Source: an optimization exercise on an open RTL-to-GDS flow (aim: small area, a short achievable clock period and few clock cycles per item). Production flows keep margins and buffers that such runs may drop.
The RTL was checked by simulation tests, not by an equivalence proof against the original design.

--- run.sh ---
#!/bin/bash
# synth_recipe.tcl (not shown) runs the flow's synth.tcl, then flattens the netlist and writes it again
# the make line also repeats each setting of config.mk as NAME=value (left out here)
make -C /OpenROAD-flow-scripts/flow DESIGN_CONFIG=/design/flow/config.mk WORK_HOME=/design/flow/orfs CLKGATE_MAP_FILE= SYNTH_SCRIPT=/design/flow/synth_recipe.tcl finish
--- config.mk ---
export PLATFORM = sky130hd
export DESIGN_NAME = running_mean_variance
export DESIGN_NICKNAME = running_mean_variance
export VERILOG_FILES = /design/flow/design.v
export SDC_FILE = /design/flow/constraint.sdc
export NUM_CORES = 4
export LEC_CHECK = 0
export CAP_MARGIN = 20
export CORE_MARGIN = 2
export CORE_UTILIZATION = 40
export SLEW_MARGIN = 20
--- constraint.sdc ---
create_clock -name core_clock -period 11.0 [get_ports {clk}]
set_input_delay 2.2000 -clock core_clock [delete_from_list [all_inputs] [get_ports {clk}]]
set_output_delay 2.2000 -clock core_clock [all_outputs]
set_load 0.01 [all_outputs]
--- design.v ---
`timescale 1ns / 1ps
package rmv_pkg;
	localparam int COUNT_BITS = 14;
	localparam int SAMPLE_W = 16;
	localparam int CNT_W    = COUNT_BITS + 1;
	localparam int SUM_W    = SAMPLE_W + COUNT_BITS + 1;
	localparam int MAG_W    = SUM_W - 1;
	localparam int SQ_W     = 2 * SAMPLE_W - 2 + COUNT_BITS + 1;
	localparam int PROD_W   = CNT_W + SQ_W;
	localparam int DIVR_W   = 2 * CNT_W;
	localparam int REM_W    = DIVR_W + 1;
	localparam int VAR_W    = 31;
	localparam int ROOT_W   = VAR_W + 1;
	localparam int RES_W    = 16;
	localparam int SQRT_STEPS = (VAR_W + 1) / 2;
	localparam int ITER_W   = $clog2(MAG_W + 1);
	localparam logic [VAR_W-1:0] VAR_MAX = {VAR_W{1'b1}};
	typedef struct packed {
		logic signed [SAMPLE_W-1:0] sample;
		logic                       restart;
	} in_item_t;
	typedef struct packed {
		logic [CNT_W-1:0]           count;
		logic signed [SAMPLE_W-1:0] mean;
		logic [VAR_W-1:0]           variance;
		logic [RES_W-1:0]           std_dev;
		logic [RES_W-1:0]           std_err_mean;
		logic                       variance_invalid;
		logic                       overflow;
	} out_item_t;
	typedef enum logic [3:0] {
		OP_NONE,
		OP_UPDATE,
		OP_MULA_LD,
		OP_MULB_LD,
		OP_MUL_STEP,
		OP_DIFF,
		OP_VDIV_LD,
		OP_MDIV_LD,
		OP_SEDIV_LD,
		OP_DIV_STEP,
		OP_SQ1_LD,
		OP_SQ2_LD,
		OP_SQRT_STEP,
		OP_RESULT
	} op_t;
	typedef struct packed {
		op_t op;
	} cmd_t;
	typedef struct packed {
		logic last;
	} status_t;
endpackage
`timescale 1ns / 1ps
module rmv_ctrl (
	input  logic    clk,
	input  logic    arst_n,
	input  logic    in_valid,
	output logic    in_ready,
	output logic    out_valid,
	input  logic    out_ready,
	output rmv_pkg::cmd_t    cmd,
	input  rmv_pkg::status_t status
);
	typedef enum logic [4:0] {
		S_IDLE, S_MULA_LD, S_MULA, S_MULB_LD, S_MULB, S_DIFF,
		S_VDIV_LD, S_VDIV, S_MDIV_LD, S_MDIV, S_SEDIV_LD, S_SEDIV,
		S_SQ1_LD, S_SQ1, S_SQ2_LD, S_SQ2, S_DONE
	} state_t;
	state_t state_q;
	logic   out_free;
	assign in_ready = (state_q == S_IDLE);
	assign out_free = !out_valid || out_ready;
	always_comb begin
		unique case (state_q)
			S_IDLE:     cmd.op = in_valid ? rmv_pkg::OP_UPDATE : rmv_pkg::OP_NONE;
			S_MULA_LD:  cmd.op = rmv_pkg::OP_MULA_LD;
			S_MULB_LD:  cmd.op = rmv_pkg::OP_MULB_LD;
			S_MULA, S_MULB: cmd.op = rmv_pkg::OP_MUL_STEP;
			S_DIFF:     cmd.op = rmv_pkg::OP_DIFF;
			S_VDIV_LD:  cmd.op = rmv_pkg::OP_VDIV_LD;
			S_MDIV_LD:  cmd.op = rmv_pkg::OP_MDIV_LD;
			S_SEDIV_LD: cmd.op = rmv_pkg::OP_SEDIV_LD;
			S_VDIV, S_MDIV, S_SEDIV: cmd.op = rmv_pkg::OP_DIV_STEP;
			S_SQ1_LD:   cmd.op = rmv_pkg::OP_SQ1_LD;
			S_SQ2_LD:   cmd.op = rmv_pkg::OP_SQ2_LD;
			S_SQ1, S_SQ2: cmd.op = rmv_pkg::OP_SQRT_STEP;
			S_DONE:     cmd.op = out_free ? rmv_pkg::OP_RESULT : rmv_pkg::OP_NONE;
			default:    cmd.op = rmv_pkg::OP_NONE;
		endcase
	end
	always_ff @(posedge clk or negedge arst_n) begin
		if (!arst_n) begin
			state_q   <= S_IDLE;
			out_valid <= 1'b0;
		end else begin
			if (state_q == S_DONE && out_free) begin
				out_valid <= 1'b1;
			end else if (out_valid && out_ready) begin
				out_valid <= 1'b0;
			end
			unique case (state_q)
				S_IDLE:     if (in_valid) state_q <= S_MULA_LD;
				S_MULA_LD:  state_q <= S_MULA;
				S_MULA:     if (status.last) state_q <= S_MULB_LD;
				S_MULB_LD:  state_q <= S_MULB;
				S_MULB:     if (status.last) state_q <= S_DIFF;
				S_DIFF:     state_q <= S_VDIV_LD;
				S_VDIV_LD:  state_q <= S_VDIV;
				S_VDIV:     if (status.last) state_q <= S_MDIV_LD;
				S_MDIV_LD:  state_q <= S_MDIV;
				S_MDIV:     if (status.last) state_q <= S_SEDIV_LD;
				S_SEDIV_LD: state_q <= S_SEDIV;
				S_SEDIV:    if (status.last) state_q <= S_SQ1_LD;
				S_SQ1_LD:   state_q <= S_SQ1;
				S_SQ1:      if (status.last) state_q <= S_SQ2_LD;
				S_SQ2_LD:   state_q <= S_SQ2;
				S_SQ2:      if (status.last) state_q <= S_DONE;
				S_DONE:     if (out_free) state_q <= S_IDLE;
				default:    state_q <= S_IDLE;
			endcase
		end
	end
endmodule
`timescale 1ns / 1ps
module rmv_dp (
	input  logic            clk,
	input  logic            arst_n,
	input  rmv_pkg::cmd_t            cmd,
	output rmv_pkg::status_t         status,
	input  rmv_pkg::in_item_t        in_item,
	input  logic            cfg_valid,
	input  logic            cfg_data,
	output logic            cfg_ready,
	output rmv_pkg::out_item_t       result
);
	logic                      bessel_q;
	logic [rmv_pkg::CNT_W-1:0]          cnt_q;
	logic signed [rmv_pkg::SUM_W-1:0]   sum_q;
	logic [rmv_pkg::SQ_W-1:0]           sq_q;
	logic                      ovf_q;
	logic [rmv_pkg::ITER_W-1:0]         iter_q;
	logic [rmv_pkg::PROD_W-1:0]         acc_q;
	logic [rmv_pkg::PROD_W-1:0]         mcand_q;
	logic [rmv_pkg::MAG_W-1:0]          mlr_q;
	logic [rmv_pkg::PROD_W-1:0]         a_q;
	logic [rmv_pkg::PROD_W-1:0]         diff_q;
	logic [rmv_pkg::DIVR_W-1:0]         divisor_q;
	logic [rmv_pkg::REM_W-1:0]          rem_q;
	logic [rmv_pkg::PROD_W-1:0]         dvd_q;
	logic                      sat_q;
	logic [rmv_pkg::VAR_W-1:0]          var_q;
	logic signed [rmv_pkg::SAMPLE_W-1:0] mean_q;
	logic [rmv_pkg::VAR_W-1:0]          se_arg_q;
	logic [rmv_pkg::RES_W-1:0]          sd_q;
	logic [rmv_pkg::VAR_W-1:0]          rad_q;
	logic [rmv_pkg::ROOT_W-1:0]         root_q;
	logic [rmv_pkg::VAR_W-1:0]          bit_q;
	logic [rmv_pkg::CNT_W-1:0]          cnt_base;
	logic signed [rmv_pkg::SUM_W-1:0]   sum_base;
	logic [rmv_pkg::SQ_W-1:0]           sq_base;
	logic signed [2*rmv_pkg::SAMPLE_W-1:0] sample_sq;
	logic signed [rmv_pkg::SUM_W-1:0]   sum_abs;
	logic [rmv_pkg::MAG_W-1:0]          mag;
	logic [rmv_pkg::CNT_W-1:0]          n_sel;
	logic [rmv_pkg::DIVR_W-1:0]         n_prod;
	logic [rmv_pkg::REM_W-1:0]          rem_sh;
	logic                      q_bit;
	logic [rmv_pkg::SAMPLE_W-1:0]       quot_lo;
	logic [rmv_pkg::ROOT_W-1:0]         trial;
	logic                      invalid;
	assign cfg_ready = 1'b1;
	assign status.last = (iter_q == rmv_pkg::ITER_W'(1));
	always_comb begin
		cnt_base  = in_item.restart ? '0 : cnt_q;
		sum_base  = in_item.restart ? '0 : sum_q;
		sq_base   = in_item.restart ? '0 : sq_q;
		sample_sq = in_item.sample * in_item.sample;
	end
	always_comb begin
		sum_abs   = sum_q[rmv_pkg::SUM_W-1] ? -sum_q : sum_q;
		mag       = sum_abs[rmv_pkg::MAG_W-1:0];
		n_sel     = bessel_q ? (cnt_q - rmv_pkg::CNT_W'(1)) : cnt_q;
		n_prod    = rmv_pkg::DIVR_W'(cnt_q) * rmv_pkg::DIVR_W'(n_sel);
	end
	always_comb begin
		rem_sh = {rem_q[rmv_pkg::REM_W-2:0], dvd_q[rmv_pkg::PROD_W-1]};
		q_bit  = (rem_sh >= rmv_pkg::REM_W'(divisor_q));
	end
	always_comb begin
		quot_lo = dvd_q[rmv_pkg::SAMPLE_W-1:0];
		trial   = root_q + rmv_pkg::ROOT_W'(bit_q);
		invalid = bessel_q && (cnt_q == rmv_pkg::CNT_W'(1));
	end
	always_ff @(posedge clk or negedge arst_n) begin
		if (!arst_n) begin
			bessel_q <= 1'b0;
		end else if (cfg_valid && cfg_ready) begin
			bessel_q <= cfg_data;
		end
	end
	always_ff @(posedge clk or negedge arst_n) begin
		if (!arst_n) begin
			cnt_q <= '0;
			sum_q <= '0;
			sq_q  <= '0;
			ovf_q <= 1'b0;
		end else if (cmd.op == rmv_pkg::OP_UPDATE) begin
			if (cnt_base[rmv_pkg::CNT_W-1]) begin
				ovf_q <= 1'b1;
				cnt_q <= cnt_base;
				sum_q <= sum_base;
				sq_q  <= sq_base;
			end else begin
				ovf_q <= 1'b0;
				cnt_q <= cnt_base + rmv_pkg::CNT_W'(1);
				sum_q <= sum_base + rmv_pkg::SUM_W'(in_item.sample);
				sq_q  <= sq_base + rmv_pkg::SQ_W'(sample_sq[2*rmv_pkg::SAMPLE_W-2:0]);
			end
		end
	end
	always_ff @(posedge clk or negedge arst_n) begin
		if (!arst_n) begin
			iter_q <= '0;
		end else begin
			case (cmd.op)
				rmv_pkg::OP_MULA_LD:                        iter_q <= rmv_pkg::ITER_W'(rmv_pkg::CNT_W);
				rmv_pkg::OP_MULB_LD, rmv_pkg::OP_MDIV_LD:            iter_q <= rmv_pkg::ITER_W'(rmv_pkg::MAG_W);
				rmv_pkg::OP_VDIV_LD, rmv_pkg::OP_SEDIV_LD:           iter_q <= rmv_pkg::ITER_W'(rmv_pkg::VAR_W);
				rmv_pkg::OP_SQ1_LD, rmv_pkg::OP_SQ2_LD:              iter_q <= rmv_pkg::ITER_W'(rmv_pkg::SQRT_STEPS);
				rmv_pkg::OP_MUL_STEP, rmv_pkg::OP_DIV_STEP, rmv_pkg::OP_SQRT_STEP: iter_q <= iter_q - rmv_pkg::ITER_W'(1);
				default:                           iter_q <= iter_q;
			endcase
		end
	end
	always_ff @(posedge clk) begin
		case (cmd.op)
			rmv_pkg::OP_MULA_LD: begin
				acc_q   <= '0;
				mcand_q <= rmv_pkg::PROD_W'(sq_q);
				mlr_q   <= rmv_pkg::MAG_W'(cnt_q);
			end
			rmv_pkg::OP_MULB_LD: begin
				a_q     <= acc_q;
				acc_q   <= '0;
				mcand_q <= rmv_pkg::PROD_W'(mag);
				mlr_q   <= mag;
			end
			rmv_pkg::OP_MUL_STEP: begin
				if (mlr_q[0]) begin
					acc_q <= acc_q + mcand_q;
				end
				mcand_q <= {mcand_q[rmv_pkg::PROD_W-2:0], 1'b0};
				mlr_q   <= {1'b0, mlr_q[rmv_pkg::MAG_W-1:1]};
			end
			rmv_pkg::OP_DIFF: begin
				diff_q <= (a_q >= acc_q) ? (a_q - acc_q) : '0;
			end
			default: begin
			end
		endcase
	end
	always_ff @(posedge clk) begin
		case (cmd.op)
			rmv_pkg::OP_DIFF: begin
				divisor_q <= n_prod;
			end
			rmv_pkg::OP_VDIV_LD: begin
				sat_q <= (rmv_pkg::REM_W'(diff_q[rmv_pkg::PROD_W-1:rmv_pkg::VAR_W]) >= rmv_pkg::REM_W'(divisor_q));
				rem_q <= rmv_pkg::REM_W'(diff_q[rmv_pkg::PROD_W-1:rmv_pkg::VAR_W]);
				dvd_q <= {diff_q[rmv_pkg::VAR_W-1:0], {(rmv_pkg::PROD_W-rmv_pkg::VAR_W){1'b0}}};
			end
			rmv_pkg::OP_MDIV_LD: begin
				var_q     <= sat_q ? rmv_pkg::VAR_MAX : dvd_q[rmv_pkg::VAR_W-1:0];
				rem_q     <= '0;
				dvd_q     <= {mag, {(rmv_pkg::PROD_W-rmv_pkg::MAG_W){1'b0}}};
				divisor_q <= rmv_pkg::DIVR_W'(cnt_q);
			end
			rmv_pkg::OP_SEDIV_LD: begin
				mean_q <= sum_q[rmv_pkg::SUM_W-1] ? -$signed(quot_lo) : $signed(quot_lo);
				rem_q  <= '0;
				dvd_q  <= {var_q, {(rmv_pkg::PROD_W-rmv_pkg::VAR_W){1'b0}}};
			end
			rmv_pkg::OP_DIV_STEP: begin
				rem_q <= q_bit ? (rem_sh - rmv_pkg::REM_W'(divisor_q)) : rem_sh;
				dvd_q <= {dvd_q[rmv_pkg::PROD_W-2:0], q_bit};
			end
			default: begin
			end
		endcase
	end
	always_ff @(posedge clk) begin
		case (cmd.op)
			rmv_pkg::OP_SQ1_LD: begin
				se_arg_q <= dvd_q[rmv_pkg::VAR_W-1:0];
				rad_q    <= var_q;
				root_q   <= '0;
				bit_q    <= {1'b1, {(rmv_pkg::VAR_W-1){1'b0}}};
			end
			rmv_pkg::OP_SQ2_LD: begin
				sd_q   <= root_q[rmv_pkg::RES_W-1:0];
				rad_q  <= se_arg_q;
				root_q <= '0;
				bit_q  <= {1'b1, {(rmv_pkg::VAR_W-1){1'b0}}};
			end
			rmv_pkg::OP_SQRT_STEP: begin
				if (rmv_pkg::ROOT_W'(rad_q) >= trial) begin
					rad_q  <= rad_q - trial[rmv_pkg::VAR_W-1:0];
					root_q <= (root_q >> 1) + rmv_pkg::ROOT_W'(bit_q);
				end else begin
					root_q <= root_q >> 1;
				end
				bit_q <= bit_q >> 2;
			end
			rmv_pkg::OP_RESULT: begin
				result.count            <= cnt_q;
				result.mean             <= mean_q;
				result.variance         <= invalid ? '0 : var_q;
				result.std_dev          <= invalid ? '0 : sd_q;
				result.std_err_mean     <= invalid ? '0 : root_q[rmv_pkg::RES_W-1:0];
				result.variance_invalid <= invalid;
				result.overflow         <= ovf_q;
			end
			default: begin
			end
		endcase
	end
endmodule
`timescale 1ns / 1ps
module running_mean_variance (
	input  logic                 clk,
	input  logic                 arst_n,
	input  logic                 in_valid,
	output logic                 in_ready,
	input  logic [rmv_pkg::SAMPLE_W-1:0]  in_sample,
	input  logic                 in_restart,
	output logic                 out_valid,
	input  logic                 out_ready,
	output logic [rmv_pkg::CNT_W-1:0]     out_count,
	output logic [rmv_pkg::SAMPLE_W-1:0]  out_mean,
	output logic [rmv_pkg::VAR_W-1:0]     out_variance,
	output logic [rmv_pkg::RES_W-1:0]     out_std_dev,
	output logic [rmv_pkg::RES_W-1:0]     out_std_err_mean,
	output logic                 out_variance_invalid,
	output logic                 out_overflow,
	input  logic                 cfg_valid,
	output logic                 cfg_ready,
	input  logic                 cfg_data
);
	rmv_pkg::cmd_t      cmd;
	rmv_pkg::status_t   status;
	rmv_pkg::in_item_t  in_item;
	rmv_pkg::out_item_t result;
	assign in_item.sample  = in_sample;
	assign in_item.restart = in_restart;
	assign out_count            = result.count;
	assign out_mean             = result.mean;
	assign out_variance         = result.variance;
	assign out_std_dev          = result.std_dev;
	assign out_std_err_mean     = result.std_err_mean;
	assign out_variance_invalid = result.variance_invalid;
	assign out_overflow         = result.overflow;
	rmv_ctrl u_ctrl (
		.clk       (clk),
		.arst_n    (arst_n),
		.in_valid  (in_valid),
		.in_ready  (in_ready),
		.out_valid (out_valid),
		.out_ready (out_ready),
		.cmd       (cmd),
		.status    (status)
	);
	rmv_dp u_dp (
		.clk       (clk),
		.arst_n    (arst_n),
		.cmd       (cmd),
		.status    (status),
		.in_item   (in_item),
		.cfg_valid (cfg_valid),
		.cfg_data  (cfg_data),
		.cfg_ready (cfg_ready),
		.result    (result)
	);
endmodule
==> impl_metrics.yaml <==
place:
  port_buffers: 120
  dp.cells: 8161
  place_congestion: 0.912
  dp_hpwl_microns: 128000
  dp_slack_ps: -44.2
finish:
  final_cell_count_no_fill: 8326
  fin_nets: 7137
  layout_common_cells: "671 x inv_1, 660 x edfxtp_1, 538 x nand2_1, 494 x ha_1, 441 x nor2_1"
  finish.utilization: 0.447
  area_delta_synth_final_pct: 10.8
  final_common_cell: "inv_1"
  layout-drive-gt1-share: 0.0583
synth:
  synthMuxAreaShare: 0.00701
  ys_ff_latch: 764
  synthSimpleGateAreaFrac: 0.143
  yosys.area_share.adder: 0.231
  synth_top_family_by_area: "adder cells"
  synth-compound-area-share: 0.142
  seq_area_frac_synth: 0.365
  synthDistinctLibCells: 99
  synth_edf_count: 660
  postSynthAreaPerCell_sq_um: 10.0
  yosysWarnings: 2
  syn_nets: 7062
  synthArstFlopShare: 0.136
  synth_xor_xnor_area_share: 0.0560
  synthFlopType: "edfxtp_1"
  netlist_instances: 6146
  synth_area_sq_mm: 0.0614
grt:
  grt_pass1_vias: 45538
  grt_pass1_wl_microns: 264000
  grtUsageTotal: 0.214
  antenna_found_initial: 1
  grt_max_degree: 71
  grt.overflow.total: 0
timing:
  fmax_mhz: 97.2
  period_minus_slack_ps: 10280
  grt_setup_unrepaired: "no"
  finalHoldViolCount: 0
  post-route-period-util: 0.935
  worst_pin_slew_ps: 1150
  drv_slew: 0
  setup_viol_count_final: 0
  finalClockSkew_ps: 54.3
  setup_ws_ps: 717
  maxSlewHeadroom: 0.232
routing:
  drc: 0
  routedWlPerCell_microns: 20.1
  dr_total_vias: 45268
  ant_nets: 0
  wl_microns: 167000
  first_pass_iters: 7
  first_iter_violations: 3494
  vias_per_cell: 5.44
floorplan:
  fp.dieW_microns: 396
  start_util: 0.404
  die_area_sq_mm: 0.157
  core-area_sq_mm: 0.152
  die_y_microns: 396
  rows: 143
  io_pins: 122
worst_setup_path:
  reg2reg_slack_ps: 2010
  critPathArrivalTime_ps: 10860
  cp-start-kind: "input pin"
  criticalPathCategory: "in -> reg"
  crit-reg2reg-launch: "u_dp.bessel_q"
  r2r_cells: 27
  cp_slowest_stage_delay_ps: 700
  worst_ep_required_time_ps: 11570
  slowest_stage: "clkdlybuf4s50_1"
  cp_max_fo: 11
  critPathMostFrequentCell: "fa_1"
  rr_endpoint: "u_dp.divisor_q[29]"
  end_kind: "register"
clock_network:
  ctsResizeCount: 0
  path_clk_slew_ps: 60
  cts_setup_buffers: 0
  cts_tree: "done"
  h-tree-depth: 3
  cts_made_buffers: 88
  clockBufferDepth: 3
  clk_latency_ps: 720
  cts_root_buffer: "clkbuf_16"
  cts.sink_count: 764
  ctsHoldBuffers: 0
outcome:
  status: "finished clean"
hold_path:
  hold_class: "reg -> reg"
  whs_path_depth: 0
  worstHoldEndpoint: "u_dp.result[66]"
  worst_hold_startpoint: "u_dp.mean_q[1]"
flow_run:
  max_cap_violations: 0
## worst max-delay path, delay by kind of cell
kind | cells | cell delay [ps]
fa+ha+maj | 8 | 3630
buf+inv | 6 | 1120
xor+xnor | 1 | 150
compound gates | 9 | 2730
simple gates | 7 | 1010
## flip-flops by register name, indices dropped and copies added (netlist names), 31 cells and up
signal	flops
u_dp.a_q	60
u_dp.acc_q	60
u_dp.diff_q	60
u_dp.dvd_q	60
u_dp.mcand_q	60
u_dp.rad_q	31
u_dp.result	96
u_dp.root_q	32
u_dp.se_arg_q	31
u_dp.sq_q	45
u_dp.sum_q	31
u_dp.var_q	31
## layout make-up
class | count | area [sq um]
antenna | 1 | 2.50
clock buffer | 104 | 2300
clock inverter | 60 | 638
fill | 14339 | 84200
inverter | 680 | 2550
multi-input combinational | 4461 | 35600
sequential | 764 | 22400
tap | 2030 | 2540
timing repair buffer | 226 | 1990
## cells by family (layout without fill, tap and decap cells)
group,after synthesis,in the layout
AOI/OAI and AO/OA,1322,1322
xor gates and xnor gates,393,393
adders and majority gates,893,893
buffers and inverters,921,1070
DFF,764,764
muxes,42,42
other,1,2
and+or+nand+nor,1810,1810
## metal layers
metal,global-route usage,vias up,routed length [microns]
li1,-,21533,-
met1,0.286,22519,74600
met2,0.366,999,80600
met3,0.0239,217,7220
met4,0.0612,0,4600
met5,0,-,0
## stage by stage
stage | setup TNS (ps) | hold WS, ps | area [sq um]
after CTS | 0 | 414 | 68100
final | 0 | 408 | 68100
after detailed placement | -44.2 | 405 | 65100
after global routing | 0 | 421 | 68100
after global placement | 0 | 405 | 65100
after floorplan | 0 | 400 | 61400
## worst max-delay path by stage
stage / cells past startpoint / end / slack, ps / from
finish: 31 / u_dp.sq_q[39] / 720 / in_sample[2]
global route: 36 / u_dp.sq_q[40] / 120 / in_sample[2]
CTS: 31 / u_dp.sq_q[39] / 660 / in_sample[2]
detailed placement: 31 / u_dp.sq_q[39] / -40 / in_sample[2]
global placement: 31 / u_dp.sq_q[39] / 60 / in_sample[2]
floorplan: 9 / u_dp.acc_q[0] / 330 / out_ready
## synthesized netlist by cell type, types with 162 or more instances
cell type  number  share of area
o21ai_0       305          0.025
edfxtp_1      660           0.32
and2_1        162          0.016
nor2b_1       192          0.020
a21o_1        172          0.021
xor2_1        181          0.026
a21oi_1       331          0.027
clkbuf_1      204          0.012
inv_1         673          0.041
ha_1          494           0.10
nor2_1        450          0.027
xnor2_1       212          0.030
nand2_1       540          0.033
fa_1          399           0.13
Testbench counts, summed over its fixed seeds: cycles 286,408, items 1,600.

[separate check: timing with driven ports]
The flow's constraints put no driver on any port. The routed layout listed below was extracted and timed again, unchanged, in two steps.
Step 1: set_driving_cell puts a clkbuf_16 on clk and a buf_2 on each other input, an assumption about the parent block.
Step 2 also shifts input and output timing later by t, the mid clock arrival at the registers, as if the neighbouring blocks saw the same clock.
Three values: no drivers, after step 1, after step 2; two values: the first two.
shift t [ns]: 0.777
setup slack, ns: 0.717 / 0.777 / 0.000
worst setup path at the end: input to register
latest minus earliest clock arrival (ns): 0.054 / 0.054
worst data-port slew with drivers (ns): 0.14
For this run, drivers alone change the setup slack by +0.060 ns; drivers and shift together by -0.717 ns.
